Source: an optimization exercise on an open RTL-to-GDS flow (aim: small area and a short achievable clock period). Production flows keep margins and buffers that such runs may drop. At most, simulation tests tie the RTL to the original design; equivalence was not proved.

== zinc ==
## deflate_stored_top
module deflate_stored_top (
	input  logic                        clk,
	input  logic                        rst_n,
	input  logic                        word_valid,
	input  logic [32-1:0]  word,           
	output logic                        out_valid,
	output logic [32-1:0]  out_word,
	output logic                        out_last,
	output logic [3-1:0] out_bytes,
	output logic                        done,
	output logic                        protocol_error
);
For scale: about 1,400 cells after synthesis, about 74 I/O pins, about 0.014 sq mm of cells after synthesis.
==> flow/config.mk <==
export PLATFORM = sky130hd
export DESIGN_NAME = deflate_stored_top
export DESIGN_NICKNAME = deflate_stored_top
export VERILOG_FILES = /design/flow/design.v
export SDC_FILE = /design/flow/constraint.sdc
export NUM_CORES = 4
export LEC_CHECK = 0
export CAP_MARGIN = 20
export CORE_MARGIN = 2
export CORE_UTILIZATION = 40
export CTS_CLUSTER_DIAMETER = 80
export CTS_CLUSTER_SIZE = 24
export SETUP_SLACK_MARGIN = 3.5
export SLEW_MARGIN = 20
export TNS_END_PERCENT = 5
==> flow/constraint.sdc <==
create_clock -name core_clock -period 6.0 [get_ports {clk}]
set_input_delay 1.2000 -clock core_clock [delete_from_list [all_inputs] [get_ports {clk}]]
set_output_delay 1.2000 -clock core_clock [all_outputs]
set_load 0.01 [all_outputs]
run.sh (not shown) runs the stock make flow with config.mk's settings and CLKGATE_MAP_FILE= SYNTH_SCRIPT=/design/flow/synth_recipe.tcl, a recipe that flattens the netlist after the stock synthesis.
For harbor, these inputs were changed with respect to zinc:
- CTS_BUF_LIST now sky130_fd_sc_hd__clkbuf_4, previously not set
- CTS_CLUSTER_SIZE no longer set, was 24
- CTS_CLUSTER_DIAMETER no longer set, was 80
[summary]
Cmp harbor vs zinc: fraction of area in registers lower in harbor
Changes observed in harbor relative to zinc: area share of buffers outside the clock network shows a reduction of 0.21 points; final core utilization shows an increase of 1.4 points; final-layout fill cell count shows an increase of 15; number of detailed-route iterations in the first pass shows a reduction of 2.
Comparing harbor against zinc, there is no change at all in deepest clock path buffer count.
Relative to zinc, clock buffer count in the final layout has gone up in harbor.
In harbor relative to zinc, design area had gone up by a few percent.
Relative area change from synthesis to final layout, zinc and harbor: higher on harbor
harbor completed end to end with timing, DRC and antenna clean.
zinc has completed all stages; timing, DRC and antenna checks passed.
Via density per instance, harbor vs zinc: down by a few percent
The following lists how fjord was set up differently from harbor:
- swapping 3.5 for 3.8 in SETUP_SLACK_MARGIN
- clearing CTS_BUF_LIST, which used to be sky130_fd_sc_hd__clkbuf_4
==> flow/flow/run.sh (new file) <==
#!/bin/bash
# The standard layout, with the port buffers made of plain buffers instead of the
# slow delay buffers buffer_ports picks by default. Every port still gets its buffer.
set -euo pipefail
export BUFFER_PORTS_ARGS="-buffer_cell sky130_fd_sc_hd__buf_2"
bash standard.sh > standard.log 2>&1
==> flow/standard.sh (new file) <==
#!/bin/bash
# synth_recipe.tcl (not shown) runs the flow's synth.tcl, then flattens the netlist and writes it again
# the make line also repeats each setting of config.mk as NAME=value (left out here)
make -C /OpenROAD-flow-scripts/flow DESIGN_CONFIG=/design/flow/config.mk WORK_HOME=/design/flow/orfs CLKGATE_MAP_FILE= SYNTH_SCRIPT=/design/flow/synth_recipe.tcl "${@:-finish}"
removed: flow/run.sh
Results
- Summary of fjord over harbor: flip-flop and latch share of the layout cell area shows no meaningful change; cell count after placement shows no meaningful change; final standard cell area without fillers shows a reduction of 61 sq um.
- fjord ended up with a higher portion of the clock cycle consumed by the worst path in the final layout than harbor did.
- fjord vs harbor: number of buffers and inverters on the critical path up in fjord
> inputs changed (fjord -> sierra)
- CORE_UTILIZATION now 60, was 40
- SETUP_SLACK_MARGIN now 3.5, was 3.8
==> flow/run.sh (new file) <==
#!/bin/bash
# synth_recipe.tcl (not shown) runs the flow's synth.tcl, then flattens the netlist and writes it again
# the make line also repeats each setting of config.mk as NAME=value (left out here)
make -C /OpenROAD-flow-scripts/flow DESIGN_CONFIG=/design/flow/config.mk WORK_HOME=/design/flow/orfs CLKGATE_MAP_FILE= SYNTH_SCRIPT=/design/flow/synth_recipe.tcl finish
removed: flow/flow/run.sh
removed: flow/standard.sh
==> run notes <==
Per the comparison of sierra with fjord, data arrival at the endpoint of the critical path has decreased, register area has remained practically unchanged.
Global-route usage in sierra is 11 points above fjord.
Number of standard-cell rows in the floorplan: sierra vs fjord down 12
sierra ends up with a multi-input logic area that is 1.5% lower than in fjord.
Looking at overall die area across fjord and sierra, the one that comes out higher is fjord.
Function was not checked in any run of this note: the RTL went through the layout flow alone.


== before ==
Another version of the RTL of deflate_stored_top (not shown whole).
Size in the first run: about 1,300 cells after synthesis, about 14,000 um^2 of cells after synthesis.
Settings: LEC_CHECK=0, ABC_CLOCK_PERIOD_IN_PS=2500, CAP_MARGIN=20, CORE_MARGIN=2, CORE_UTILIZATION=40, SETUP_SLACK_MARGIN=3.5, SLEW_MARGIN=20; clock period 6.0 ns.
Stock flow here: none of the scripts above is used.
before: flow completed, timing, DRC and antenna clean
#### Input delta (after over before)
Settings: a deleted ABC_CLOCK_PERIOD_IN_PS that had been 2500; a deleted SETUP_SLACK_MARGIN that had been 3.5.
## What came out
after: flow completed, timing, DRC and antenna clean
Against before, after comes in 1130 ps higher on final critical path time including I/O delays and setup.
[compare] base=before new=after: non-clock buffer count now smaller, cell depth of the worst flop-to-flop path shows a reduction of 3, count of clock-buffer cells in the layout up 11, utilization went down by 11 points.
No functional check of the RTL was part of any run of this note.


RTL: one of the versions met above, not the one the previous note started from.
Size in the first run: about 250 flip-flops.
## deflate_stored_top
module deflate_stored_top (
	input  logic                        clk,
	input  logic                        rst_n,
	input  logic                        word_valid,
	input  logic [32-1:0]  word,           
	output logic                        out_valid,
	output logic [32-1:0]  out_word,
	output logic                        out_last,
	output logic [3-1:0] out_bytes,
	output logic                        done,
	output logic                        protocol_error
);
clock: 6.0 ns
lec_check: 0
cap_margin: 20
core_margin: 2
core_utilization: 40
setup_slack_margin: 3.5
slew_margin: 20
tns_end_percent: 5
standard.sh (not shown) runs the stock make flow with config.mk's settings and CLKGATE_MAP_FILE= SYNTH_SCRIPT=/design/flow/synth_recipe.tcl, a recipe that flattens the netlist after the stock synthesis.
==> flow/flow/run.sh <==
#!/bin/bash
# The standard layout, with the port buffers made of plain buffers instead of the
# slow delay buffers buffer_ports picks by default. Every port still gets its buffer.
set -euo pipefail
export BUFFER_PORTS_ARGS="-buffer_cell sky130_fd_sc_hd__buf_2"
bash standard.sh > standard.log 2>&1
Next try:
==> flow/run.sh (new file) <==
#!/bin/bash
# synth_recipe.tcl (not shown) runs the flow's synth.tcl, then flattens the netlist and writes it again
# the make line also repeats each setting of config.mk as NAME=value (left out here)
make -C /OpenROAD-flow-scripts/flow DESIGN_CONFIG=/design/flow/config.mk WORK_HOME=/design/flow/orfs CLKGATE_MAP_FILE= SYNTH_SCRIPT=/design/flow/synth_recipe.tcl finish
removed: flow/flow/run.sh
removed: flow/standard.sh
After rerunning:
- clock-buffer cell count shrinks by 2
- critical path depth shrinks by 2
- global-route usage grows by 0.44 points
- non-clock buffer count grows by 2
Next try:
- CTS_BUF_LIST: unset -> sky130_fd_sc_hd__clkbuf_8
Final cell count goes up by about 2%.
Clock-buffer cell count climbs by 17.
No functional check of the RTL was part of any run of this note.


== v59 ==
Another version of the RTL of deflate_stored_top (not shown whole).
Size: ~74 I/O pins, roughly 0.014 mm² of cells after synthesis.
clock: 6.0 ns
lec_check: 0
cap_margin: 20
core_margin: 2
core_utilization: 40
cts_cluster_diameter: 80
cts_cluster_size: 24
setup_slack_margin: 3.5
slew_margin: 20
tns_end_percent: 10
==> flow/flow/run.sh <==
#!/bin/bash
# The standard layout, with the port buffers made of plain buffers instead of the
# slow delay buffers buffer_ports picks by default. Every port still gets its buffer.
set -euo pipefail
export BUFFER_PORTS_ARGS="-buffer_cell sky130_fd_sc_hd__buf_2"
bash standard.sh > standard.log 2>&1
Input-level comparison between v9 and v59:
- CTS_CLUSTER_DIAMETER changed from 80 to 70
- CTS_BUF_LIST newly set to sky130_fd_sc_hd__clkbuf_8 sky130_fd_sc_hd__clkbuf_16
- CTS_CLUSTER_SIZE changed from 24 to 20
==> comparison <==
- There was hardly any difference in area of the core between v9 and v59.
- Taking v59 as the reference, in v9 worst path arrival time increased by 0.03 ns relative to the old numbers; hold slack closely matched the old numbers; synthesized area divided by synthesized cell count closely matched the old numbers; overall fraction of global-route tracks in use closely matched the old numbers; cell area increased by 1.3% relative to the old numbers.
- v59 was routed with fewer vias than v9.
- On source-to-sink clock delay at the later pin of the worst-skew pair, v9 tracks v59 almost exactly.
- Comparing v59 and v9, the higher fmax was measured on v59.
[inputs] v21 vs v9
- SETUP_SLACK_MARGIN now 3.6, was 3.5
- CTS_BUF_LIST no longer set, was sky130_fd_sc_hd__clkbuf_8 sky130_fd_sc_hd__clkbuf_16
- CTS_CLUSTER_DIAMETER now 80, was 70
- CTS_CLUSTER_SIZE now 24, was 20
- TNS_END_PERCENT now 5, was 10
Findings:
- Worst setup slack after layout: v21 better than v9
- [v21] relative area change from synthesis to final layout fell 0.32 points relative to v9
- Comparing v9 with v21, the design area came out essentially unchanged.
- Global router's overall resource usage: v21 vs v9 up 0.55 points
- v21 against v9: utilization level; met2 demand-to-capacity share in global routing now sits higher.
- | clock buffer count from CTS | higher: v9 |
- Fmax: v21 higher than v9
- Hold slack in v21 is 0.0035 ns lower than in v9
Relative to v21, the following input files were edited for v27:
- SETUP_SLACK_MARGIN: 3.6 -> 3.5
- TNS_END_PERCENT: 5 -> 10
- PLACE_DENSITY: unset -> 0.8
## What came out
- Relative to v21, area growth from synthesis to final layout has gone up in v27.
- Going from v21 to v27, number of inserted filler cells in the final layout has decreased, setup fix buffers added after clock tree synthesis has decreased.
- The number of non-clock inverters was comparable across v21 and v27.
- Overall track demand over capacity in global routing in v27 is 0.57 points lower than in v21
- Looking at final critical-path setup slack, v27 sits 0.012 ns higher than v21 does.
- Looking at maximum frequency from static timing analysis, v27 sits about 0.5% higher than v21 does.
- Looking at final critical-path required period, v27 sits 0.012 ns below v21.
- Going from v21 to v27, final cell area excluding filler cells grows by about 0.8%.


Setup of 01-20:
deflate_stored_top, a different RTL version from the one above (not shown whole).
Size: about 250 flip-flops, roughly 74 I/O pins, ~0.014 mm² of cells after synthesis.
clock: 6.0 ns
lec_check: 0
cap_margin: 20
core_margin: 2
core_utilization: 40
setup_slack_margin: 3.5
slew_margin: 20
tns_end_percent: 5
Scripts as last shown in full above: flow/flow/run.sh
01-20 has completed all stages; timing, DRC and antenna checks passed.
What 06-05 does differently from 01-20 at the input level:
- CTS_CLUSTER_DIAMETER now 80, previously not set
- SETUP_SLACK_MARGIN now 3.7, was 3.5
- CTS_CLUSTER_SIZE now 24, previously not set
==> run notes <==
- 06-05 falls short of 01-20 in maximum operating frequency.
- On depth of the worst register-to-register path: between 01-20 and 06-05, it ends up lower for 01-20.
- 06-05 vs 01-20 — number of setup buffers added after CTS climbed by more than half
- 01-20 → 06-05: number of instances on the worst hold path was more or less identical; required arrival time at the worst endpoint was more or less identical; number of clock-tree buffers in the layout went down by 21; share of final layout cell area taken by clock buffers and inverters went down by 2.6 points; clock skew was more or less identical.
- 06-05 -> 01-20: largest net degree at the start of global routing delta 0, exact match


== quartz ==
deflate_stored_top, a different RTL version from the one above (not shown whole).
Size in the first run: ~1500 cells after synthesis, roughly 250 flip-flops, ~0.014 sq mm of cells after synthesis.
Settings: LEC_CHECK=0, CAP_MARGIN=20, CORE_MARGIN=2, CORE_UTILIZATION=40, CTS_CLUSTER_DIAMETER=80, CTS_CLUSTER_SIZE=24, SETUP_SLACK_MARGIN=3.4, SLEW_MARGIN=20, TNS_END_PERCENT=5; clock period 6.0 ns.
Scripts as last shown in full above: flow/flow/run.sh
Inputs modified between quartz and raven:
Settings: a change of SETUP_SLACK_MARGIN from 3.4 to 3.0.
### Flow results
raven vs quartz, termination of the worst setup path: stored_sequencer_i.crc32_engine_i.inv_q[24]$_DFF_P_ vs stored_sequencer_i.crc32_engine_i.inv_q[22]$_DFF_P_. Diff quartz..raven | area fraction in compound gates after synthesis | unchanged. On area added between synthesis and finish: between quartz and raven, it ends up higher for quartz. Final critical-path required period (raven over quartz): increase, 0.20 ns.
The inputs of indigo differ from those of raven as listed below.
Settings: a change of SETUP_SLACK_MARGIN from 3.0 to 3.4; a change of CTS_CLUSTER_SIZE from 24 to 28; a change of CTS_CLUSTER_DIAMETER from 80 to 100.
--- a/flow/flow/run.sh
+++ b/flow/flow/run.sh
@@ -4,3 +4,3 @@
 set -euo pipefail
-export BUFFER_PORTS_ARGS="-buffer_cell sky130_fd_sc_hd__buf_2"
+export BUFFER_PORTS_ARGS="-buffer_cell sky130_fd_sc_hd__buf_1"
 bash standard.sh > standard.log 2>&1
## What came out
Longest individual stage delay on the worst path was higher in raven than in indigo. First-pass detailed-route iteration total: indigo higher than raven. Looking at transition time at the pin with the least slew margin, indigo sits 0.025 ns higher than raven does.


== P ==
RTL: one of the versions met above, not the one the previous note started from.
Size: ~1,400 cells after synthesis, ~250 flip-flops, ~74 I/O pins, ~14,000 um2 of cells after synthesis.
export LEC_CHECK = 0
export CAP_MARGIN = 20
export CORE_MARGIN = 2
export CORE_UTILIZATION = 40
export CTS_CLUSTER_DIAMETER = 80
export CTS_CLUSTER_SIZE = 24
export GPL_TIMING_DRIVEN = 1
export SETUP_SLACK_MARGIN = 3.5
export SLEW_MARGIN = 20
export TNS_END_PERCENT = 10
create_clock -name core_clock -period 6.0 [get_ports {clk}]
==> flow/flow/run.sh <==
#!/bin/bash
# The standard layout, with the port buffers made of plain buffers instead of the
# slow delay buffers buffer_ports picks by default. Every port still gets its buffer.
set -euo pipefail
export BUFFER_PORTS_ARGS="-buffer_cell sky130_fd_sc_hd__buf_2"
bash standard.sh > standard.log 2>&1
Both conditions hold for P: the flow ran to the end and the final layout passed the timing, design-rule and antenna checks.
### P -> Q
- SETUP_SLACK_MARGIN changed from 3.5 to 3.3
- GPL_TIMING_DRIVEN removed (was 1)
- TNS_END_PERCENT changed from 10 to 5
Findings:
For Q, the standard cell with the maximum stage delay on the critical path was dfxtp_1, unlike P, where it was dfxtp_4.
The number of detailed-route iterations in the first pass reported for Q is greater than that of P by 1.
Q ends up with lower layout buffering overhead excluding clock cells than P does.
Q against P: fraction of the cycle the final worst path needs went up 2.0 points, transition time at the pin with the least slew margin +0.034 ns, smallest setup slack after layout saw a decrease, sequential share of cell area shows an increase of 0.80 points, post-synthesis to final-layout area growth dropped 2.8 points.
#### Input delta (R over Q)
- a change of SLEW_MARGIN from 20 to 5
- a change of CAP_MARGIN from 20 to 5
- a change of TNS_END_PERCENT from 5 to 10
- a change of SETUP_SLACK_MARGIN from 3.3 to 3.6
The setup slack reported for R is greater than that of Q by 0.15 ns. Going from Q to R, number of setup buffers added after CTS grows by 52. The run showing the greater final area is R. The higher growth of design area from synthesis to finish came out of R. Compared with Q, R shows a sequential share of layout area that is 1.6 points lower. From Q to R, max-slew violation count did not move at all.
### R -> S
- swapping 10 for 5 in TNS_END_PERCENT
- swapping 5 for 20 in CAP_MARGIN
- swapping 5 for 20 in SLEW_MARGIN
- swapping 3.6 for 3.5 in SETUP_SLACK_MARGIN
### Flow results
- S finished every step from synthesis to the final layout, and the layout passed the timing, design-rule and antenna checks.
- Final-layout non-clock buffer area share in S is 1.3 points lower than in R
- R has a higher routed wire length than S.
- [compare] base=R new=S: via count of the first global-routing pass has increased, setup slack of the critical path after layout has decreased.

==> what the ideal ports hide <==
Ports are ideal in the flow. The routed layouts listed here were re-timed in OpenROAD. Step 1 sets driving cells, clkbuf_16 on the clock port and buf_2 on the other inputs (assumed; they add their load-dependent delay and slew). Step 2 also shifts input and output timing later by t, the mid clock arrival at the registers, as if the neighbouring blocks saw the same clock. a / b / c = no drivers / after step 1 / after step 2; a / b = the first two.
run	t (ns)	setup WS [ns]	worst setup path after step 2	cell pins on the clock port's net
zinc	0.567	3.273 / 3.273 / 2.851	input to register	1
harbor	0.770	3.254 / 3.254 / 2.716	input to register	1
fjord	0.603	3.230 / 3.230 / 3.230	register to register	1
sierra	0.595	3.267 / 3.267 / 2.793	input to register	1
before	0.592	1.927 / 1.927 / 1.927	register to register	1
after	0.597	0.797 / 0.797 / 0.797	register to register	1
the first run of note 3	0.612	3.285 / 3.285 / 3.174	input to register	1
the second run of note 3	0.608	3.270 / 3.270 / 2.827	input to register	1
the third run of note 3	0.615	3.260 / 3.260 / 2.810	input to register	1
v59	0.554	3.416 / 3.416 / 3.260	input to register	1
v9	0.565	3.377 / 3.377 / 3.256	input to register	1
v21	0.557	3.439 / 3.439 / 3.236	input to register	1
v27	0.544	3.451 / 3.451 / 3.289	input to register	1
01-20	0.613	3.390 / 3.390 / 3.182	input to register	1
06-05	0.554	3.372 / 3.372 / 3.334	input to register	1
quartz	0.550	3.247 / 3.247 / 2.712	input to register	1
raven	0.553	3.043 / 3.043 / 2.566	input to register	1
indigo	0.547	3.197 / 3.196 / 2.649	input to register	1
P	0.554	3.416 / 3.416 / 3.260	input to register	1
Q	0.564	3.298 / 3.298 / 3.114	input to register	1
R	0.561	3.451 / 3.451 / 3.289	input to register	1
S	0.563	3.397 / 3.397 / 3.285	input to register	1
After both steps setup and hold are still met in every run listed. The setup slack of indigo, which loses most, moves by -0.001 ns with the drivers and by -0.548 ns with both steps.
